This design comes from an exercise in tuning for small area, a short achievable clock period and few clock cycles per item on the open sky130 flow, not from production work.
The RTL of this run was laid out without a check of its function.
Power and IR drop assume default switching activity.

**flow/run.sh**
```bash
#!/bin/bash
# synth_recipe.tcl (not shown) runs the flow's synth.tcl, then flattens the netlist and writes it again
# the make line also repeats each setting of config.mk as NAME=value (left out here)
make -C /OpenROAD-flow-scripts/flow DESIGN_CONFIG=/design/flow/config.mk WORK_HOME=/design/flow/orfs CLKGATE_MAP_FILE= SYNTH_SCRIPT=/design/flow/synth_recipe.tcl finish
```
**flow/config.mk**
```make
export PLATFORM = sky130hd
export DESIGN_NAME = framebuffer_line_rect_drawer_top
export DESIGN_NICKNAME = framebuffer_line_rect_drawer_top
export VERILOG_FILES = /design/flow/design.v
export SDC_FILE = /design/flow/constraint.sdc
export NUM_CORES = 8
export LEC_CHECK = 0
export CAP_MARGIN = 20
export CORE_MARGIN = 2
export CORE_UTILIZATION = 55
export SLEW_MARGIN = 20
```
**flow/constraint.sdc**
```tcl
create_clock -name core_clock -period 9.0 [get_ports {clk}]
set_input_delay 1.8000 -clock core_clock [delete_from_list [all_inputs] [get_ports {clk}]]
set_output_delay 1.8000 -clock core_clock [all_outputs]
set_load 0.01 [all_outputs]
```
**flow/design.v**
```verilog
package fbrd_pkg;
	localparam int FRAME_WIDTH  = 64;
	localparam int FRAME_HEIGHT = 32;
	localparam int COLOR_BITS   = 4;
	localparam int PIX_COUNT = FRAME_WIDTH * FRAME_HEIGHT;
	localparam int ADDR_W    = (PIX_COUNT > 1) ? $clog2(PIX_COUNT) : 1;
	localparam logic [2:0] OP_SET_PEN = 3'd0;
	localparam logic [2:0] OP_CLEAR   = 3'd1;
	localparam logic [2:0] OP_PIXEL   = 3'd2;
	localparam logic [2:0] OP_HLINE   = 3'd3;
	localparam logic [2:0] OP_VLINE   = 3'd4;
	localparam logic [2:0] OP_RECT    = 3'd5;
	localparam logic [2:0] OP_READ    = 3'd6;
	typedef struct packed {
		logic [2:0] operation;
		logic [5:0] x_start;
		logic [4:0] y_start;
		logic [6:0] x_end;
		logic [5:0] y_end;
		logic [3:0] color_in;
	} fbrd_cmd_t;
	typedef struct packed {
		logic [3:0] read_color;
		logic       out_of_range;
	} fbrd_res_t;
	typedef struct packed {
		logic                  en;
		logic [ADDR_W-1:0]     addr;
		logic [COLOR_BITS-1:0] data;
	} fbrd_wr_t;
	typedef struct packed {
		logic              en;
		logic [ADDR_W-1:0] addr;
	} fbrd_rd_t;
endpackage
module fbrd_frame_mem (
	input  logic                                                        clk,
	input  logic [fbrd_pkg::FRAME_HEIGHT-1:0]                           row_a,
	input  logic [fbrd_pkg::FRAME_WIDTH-1:0]                            col_b,
	input  logic [fbrd_pkg::FRAME_WIDTH-1:0]                            col_c,
	input  logic [fbrd_pkg::FRAME_HEIGHT-1:0]                           row_d,
	input  logic [fbrd_pkg::COLOR_BITS-1:0]                             wdata,
	output logic [fbrd_pkg::FRAME_HEIGHT-1:0][fbrd_pkg::COLOR_BITS-1:0] row_q
);
	localparam int W = fbrd_pkg::FRAME_WIDTH;
	localparam int H = fbrd_pkg::FRAME_HEIGHT;
	localparam int C = fbrd_pkg::COLOR_BITS;
	logic [H-1:0][W-1:0][C-1:0] pix_q;
	for (genvar y = 0; y < H; y++) begin : g_row
		for (genvar x = 0; x < W; x++) begin : g_pix
			always_ff @(posedge clk) begin
				if ((row_a[y] && col_b[x]) || (col_c[x] && row_d[y])) begin
					pix_q[y][x] <= wdata;
				end
			end
		end
	end
	logic [H-1:0][C-1:0] row_sel;
	always_comb begin
		for (int y = 0; y < H; y++) begin
			row_sel[y] = '0;
			for (int x = 0; x < W; x++) begin
				row_sel[y] = row_sel[y] | (pix_q[y][x] & {C{col_b[x]}});
			end
		end
	end
	always_ff @(posedge clk) begin
		row_q <= row_sel;
	end
endmodule
module framebuffer_line_rect_drawer_top (
	input  logic                clk,
	input  logic                arst_n,
	input  logic                cmd_valid,
	output logic                cmd_ready,
	input  fbrd_pkg::fbrd_cmd_t cmd,
	output logic                res_valid,
	input  logic                res_ready,
	output fbrd_pkg::fbrd_res_t res
);
	localparam int W = fbrd_pkg::FRAME_WIDTH;
	localparam int H = fbrd_pkg::FRAME_HEIGHT;
	localparam int C = fbrd_pkg::COLOR_BITS;
	localparam int QD = 4;  
	logic cmd_ready_q;
	logic cmd_fire;
	assign cmd_ready = cmd_ready_q;
	assign cmd_fire  = cmd_valid && cmd_ready_q;
	logic is_clr, is_pix, is_h, is_v, is_r, is_rd, is_pen, xlt;
	logic [W-1:0] col_eq_s, col_eq_e, col_rng;
	logic [H-1:0] row_eq_s, row_eq_e, row_rng;
	logic [H-1:0] row_a, row_d;
	logic [W-1:0] col_b, col_c;
	logic         oor;
	always_comb begin
		is_clr = cmd_fire && (cmd.operation == fbrd_pkg::OP_CLEAR);
		is_pix = cmd_fire && (cmd.operation == fbrd_pkg::OP_PIXEL);
		is_h   = cmd_fire && (cmd.operation == fbrd_pkg::OP_HLINE);
		is_v   = cmd_fire && (cmd.operation == fbrd_pkg::OP_VLINE);
		is_r   = cmd_fire && (cmd.operation == fbrd_pkg::OP_RECT);
		is_rd  = cmd_fire && (cmd.operation == fbrd_pkg::OP_READ);
		is_pen = cmd_fire && (cmd.operation == fbrd_pkg::OP_SET_PEN);
		xlt    = {1'b0, cmd.x_start} < cmd.x_end;
		for (int x = 0; x < W; x++) begin
			col_eq_s[x] = (7'(x) == {1'b0, cmd.x_start});
			col_eq_e[x] = (7'(x) == cmd.x_end);
			col_rng[x]  = (7'(x) >= {1'b0, cmd.x_start}) && (7'(x) < cmd.x_end);
		end
		for (int y = 0; y < H; y++) begin
			row_eq_s[y] = (6'(y) == {1'b0, cmd.y_start});
			row_eq_e[y] = (6'(y) == cmd.y_end);
			row_rng[y]  = (6'(y) >= {1'b0, cmd.y_start}) && (6'(y) < cmd.y_end);
		end
		row_a = {H{is_clr}}
		      | ({H{is_pix || is_h || (is_r && xlt)}} & row_eq_s)
		      | ({H{is_r}} & row_eq_e);
		col_b = {W{is_clr}}
		      | ({W{is_pix || is_rd}} & col_eq_s)
		      | ({W{is_h || (is_r && xlt)}} & col_rng)
		      | ({W{is_r && !xlt}} & col_eq_e);
		col_c = ({W{is_v || is_r}} & col_eq_s)
		      | ({W{is_r}} & col_eq_e);
		row_d = ({H{is_v || is_r}} & row_rng)
		      | ({H{is_r && xlt}} & row_eq_e);
		case (cmd.operation)
			fbrd_pkg::OP_HLINE: oor = (cmd.x_end > 7'd64);
			fbrd_pkg::OP_VLINE: oor = (cmd.y_end > 6'd32);
			fbrd_pkg::OP_RECT:  oor = cmd.x_end[6] || cmd.y_end[5];
			default:            oor = 1'b0;
		endcase
	end
	logic [H-1:0] row_a_q, row_d_q;
	logic [W-1:0] col_b_q, col_c_q;
	logic [C-1:0] pen_q;    
	logic [C-1:0] wdata_q;  
	logic         v0_q, rd0_q, oor0_q;
	logic [4:0]   ys0_q;
	always_ff @(posedge clk or negedge arst_n) begin
		if (!arst_n) begin
			row_a_q <= '1;
			col_b_q <= '1;
			wdata_q <= '0;
			pen_q   <= '0;
			v0_q    <= 1'b0;
		end else begin
			row_a_q <= row_a;
			col_b_q <= col_b;
			wdata_q <= is_clr ? '0 : pen_q;
			if (is_clr) begin
				pen_q <= '0;
			end else if (is_pen) begin
				pen_q <= cmd.color_in;
			end
			v0_q <= cmd_fire;
		end
	end
	always_ff @(posedge clk) begin
		col_c_q <= col_c;
		row_d_q <= row_d;
		rd0_q   <= is_rd;
		oor0_q  <= oor;
		ys0_q   <= cmd.y_start;
	end
	logic [H-1:0][C-1:0] row_q;
	fbrd_frame_mem u_frame_mem (
		.clk   (clk),
		.row_a (row_a_q),
		.col_b (col_b_q),
		.col_c (col_c_q),
		.row_d (row_d_q),
		.wdata (wdata_q),
		.row_q (row_q)
	);
	logic       v1_q;
	logic       rd1_q;
	logic       oor1_q;
	logic [4:0] ys1_q;
	always_ff @(posedge clk) begin
		rd1_q  <= rd0_q;
		oor1_q <= oor0_q;
		ys1_q  <= ys0_q;
	end
	fbrd_pkg::fbrd_res_t res_new;
	always_comb begin
		res_new.read_color = rd1_q ? row_q[ys1_q] : '0;
		res_new.out_of_range = oor1_q;
	end
	logic [QD-1:0]       qv_q;
	logic [QD-1:0][4:0]  qd_q;
	logic                pop;
	logic [QD-1:0]       sv;    
	logic [QD-1:0][4:0]  sd;
	logic [2:0]          cnt_q;  
	logic [2:0]          cnt_d;
	assign pop       = qv_q[0] && res_ready;
	assign res_valid = qv_q[0];
	assign res       = qd_q[0];
	always_comb begin
		for (int i = 0; i < QD; i++) begin
			if (pop) begin
				sv[i] = (i < QD - 1) ? qv_q[(i + 1) % QD] : 1'b0;
				sd[i] = qd_q[(i + 1) % QD];
			end else begin
				sv[i] = qv_q[i];
				sd[i] = qd_q[i];
			end
		end
		cnt_d = cnt_q + 3'(cmd_fire) - 3'(pop);
	end
	always_ff @(posedge clk) begin
		for (int i = 0; i < QD; i++) begin
			if (v1_q && !sv[i] && (i == 0 || sv[(i + QD - 1) % QD])) begin
				qd_q[i] <= res_new;
			end else begin
				qd_q[i] <= sd[i];
			end
		end
	end
	always_ff @(posedge clk or negedge arst_n) begin
		if (!arst_n) begin
			cmd_ready_q <= 1'b1;
			v1_q        <= 1'b0;
			qv_q        <= '0;
			cnt_q       <= '0;
		end else begin
			v1_q <= v0_q;
			for (int i = 0; i < QD; i++) begin
				qv_q[i] <= sv[i] || (v1_q && (i == 0 || sv[(i + QD - 1) % QD]));
			end
			cnt_q       <= cnt_d;
			cmd_ready_q <= (cnt_d < 3'(QD));
		end
	end
endmodule
```
==> metrics.cfg <==
[clock_network]
htree_levels=6
post-cts-setup-buffers=0
clk_path_buf_depth=4
cts_tree=built
cts-root-buf=clkbuf_16
ctsResizeCount=0
insertion_delay_ns=1.21
cts_hold_buf=0
cts.sinks=8564
cts_buffers=844
clkTransAtPathRegs_ns=0.06

[synth]
seq_area_frac_synth_pct=78.1
synth_edf_count=8212
ys_warn_count=2
synthCells=18200
yosysUniqueCellTypes=70
synthTopCellsByArea=edfxtp_1 76%, a22o_1 11%, a221oi_1 5.5%
synth_common_cells=8212 x edfxtp_1, 4105 x a22o_1, 2050 x a221oi_1
synthArstFlopShare_pct=1.33
syn_area_um2=326000
synth_area_per_cell_um2=17.9
synth_top_flop_cell=edfxtp_1
synth_nets=18300
yosysTopAreaCellShare_pct=75.7
synth-seq-cells=8564
synthMostInstantiatedCell=edfxtp_1
synth_top_area_cell=edfxtp_1

[status]
so_faults=antenna violations
status=failed layout checks

[power]
power_leakage_nw=114
seqPwrFrac_pct=51.1
combPwrFrac_pct=13.1
ir_drop_mv=0.348
p_int_mw=70.7
p_per_area_nw_per_um2=272
power_mw=98.6
power_frac_clock_pct=35.8
p_sw_mw=27.9
p_sw_share_pct=28.3

[timing]
setup_violations=0
finalCriticalPeriod_ns=4.97
period_share_pct=55.2
finalHoldViolCount=0
rsz0062_at_grt=no
tightest_slew_ns=1.39
max_freq_mhz=201
slew-limit-headroom_pct=7.55
worst_clock_skew_ns=0.0830
whs_ns=0.329
final_max_slew_viol_count=0

[grt]
gr-total-overflow=0
first_global_vias=200000
grt_pass1_wl_um=1850000
grt_usage_pct=45.9
grt_max_degree=203
antenna_found_initial=160

[critical_path]
cp-end-kind=flip-flop
path_class=primary input to flip-flop
startpoint_type=primary input
regToRegSetupSlack_ns=5.20
r2r_end=u_frame_mem.row_q[113]
r2r-start=col_b_q[21]
arrival_ns=6.04
required_ns=10.07
rr_worst_depth=5
cp_max_fo=15

[final_layout]
final_util_pct=61.5
nNetsFinal=17800
drive_above_1_share_pct=10.7
area_growth_pct=11.4

[hold_path]
worstHoldStart=oor0_q
hp-class=flip-flop to flip-flop
hold_depth=0
hold_end=oor1_q

[floorplan]
dieArea_um2=598000
die_x_um=773
start_util_pct=55.2
pin_count=42
row_count=282
die_h_um=773
core_area_um2=590000

[placement]
numPortBuffers=41
hpwl_um=838000
gp_congestion=0.977

[routing]
first_iter_violations=46200
drc=0
ant_nets=3
post_drt_wl_per_cell_um=53.0
vias=223000
drt-total-wl_um=1410000
viasPerCell=8.36
dr.pass1.iters=7

[flow_run]
cap_violations=0

## per-layer routing
metal	global-route usage (%)	vias to the layer above	part of all wire (%)
met2	62.6	25400	42
met5	0	-	0.041
met3	19.1	4307	18
met4	27.6	74	6.0
li1	-	78700	-
met1	61.5	115000	34
## layout by cell type, fill, tap and decap left out, types with 88 or more instances in the layout
master / count
edfxtp_1: 8212
clkbuf_16: 849
clkinv_1: 176
buf_4: 476
clkinv_2: 130
clkbuf_1: 250
nand2_1: 158
or4_1: 130
dfxtp_1: 141
a21oi_1: 88
a221oi_1: 2050
nand4_1: 519
a22o_1: 4105
diode_2: 350
nor2_1: 92
## state kept, by name, summed over array words and instances (netlist names), 5 cells and up
register / cells
u_frame_mem.row_q: 128
ys1_q: 5
qd_q: 20
row_a_q: 32
ys0_q: 5
col_c_q: 64
col_b_q: 64
row_d_q: 32
u_frame_mem.pix_q: 8192
## how the worst max path moves through the flow
stage          startpoint                    to  slack [ns]  depth (start not counted)
2_1_floorplan  wdata_q[0]  u_frame_mem.pix_q[0]       -0.38                          0
3_3_place_gp      cmd[13]           col_b_q[60]        2.93                          8
3_5_place_dp      cmd[13]           col_b_q[56]        3.00                          8
4_1_cts           cmd[13]           col_b_q[56]        4.22                          8
5_1_grt           cmd[13]           col_b_q[61]        3.94                          8
6_report          cmd[13]           col_b_q[56]        4.03                          8
## worst max-delay path, stage by stage
cell,delay [ns]
clkdlybuf4s50_1,0.97
inv_1,0.48
ha_1,0.39
a2111oi_4,0.42
o31ai_4,0.22
o22ai_2,0.79
o21ai_1,0.59
o21ai_0,0.35
## final cells by class
type / count / area [um2]
multi-input cells: 7759 / 64100
clock buffers: 1145 / 22800
inverters: 23 / 86.3
diodes: 350 / 876
clock inverters: 437 / 4380
repair buffers: 606 / 5800
flip-flops and latches: 8564 / 255000
fillers: 42700 / 227000
well taps: 7810 / 9770
## power groups by stage
stage / combinational (mW) / clock (mW) / sequential (mW)
finish: 12.9 / 35.3 / 50.4
global route: 12.9 / 36.6 / 50.2
CTS: 12.2 / 35.1 / 50.1
detailed placement: 12.2 / 0 / 51.0
global placement: 12.1 / 0 / 51.0
floorplan: 3.94 / 0 / 54.3
## kinds of logic (layout without fill, tap and decap cells)
| kind of cell | Yosys count | after routing | share of synthesized area (%) |
|---|---|---|---|
| AOI/OAI and AO/OA | 6585 | 6585 | 17.4 |
| xor gates and xnor gates | 3 | 3 | 0.00807 |
| adders and majority gates | 8 | 8 | 0.0330 |
| buffers and inverters | 1917 | 2211 | 2.23 |
| DFF | 8564 | 8564 | 78.1 |
| muxes | 76 | 76 | 0.257 |
| other | 0 | 350 | 0 |
| and+or+nand+nor | 1087 | 1087 | 1.93 |
## through the flow
stage / worst slack, ns / instance area [um2] / cells / setup TNS [ns]
floorplan: -0.385 / 326000 / 18200 / -3150.87
global placement: 2.93 / 334000 / 24800 / 0
detailed placement: 3.00 / 335000 / 24800 / 0
CTS: 4.22 / 362000 / 26300 / 0
global route: 3.94 / 362000 / 26400 / 0
finish: 4.03 / 363000 / 26700 / 0

[static timing again, ports no longer ideal]
In the flow no input, the clock included, has a driving cell. The finished layout below was timed again as built, in two steps.
Step 1 sets driving cells, clkbuf_16 on the clock port and buf_2 on the other inputs (assumed; they add their load-dependent delay and slew).
Step 2, shift: input delay + t, output delay - t, t = (earliest + latest rising clock arrival at the registers) / 2. This alone moves slack from input paths to output paths.
Slacks: no drivers / after step 1 / after step 2; pairs: no drivers / after step 1.
t (ns): 1.319
slack for setup (ns): 4.031 / 4.140 / 2.821
clock arrival spread, ns: 0.113 / 0.113
slew at the worst register clock pin (ns): 0.07 / 0.07
pins driven straight from the clock port: 1
The setup slack of this run moves by +0.109 ns with the drivers and by -1.210 ns with both steps.
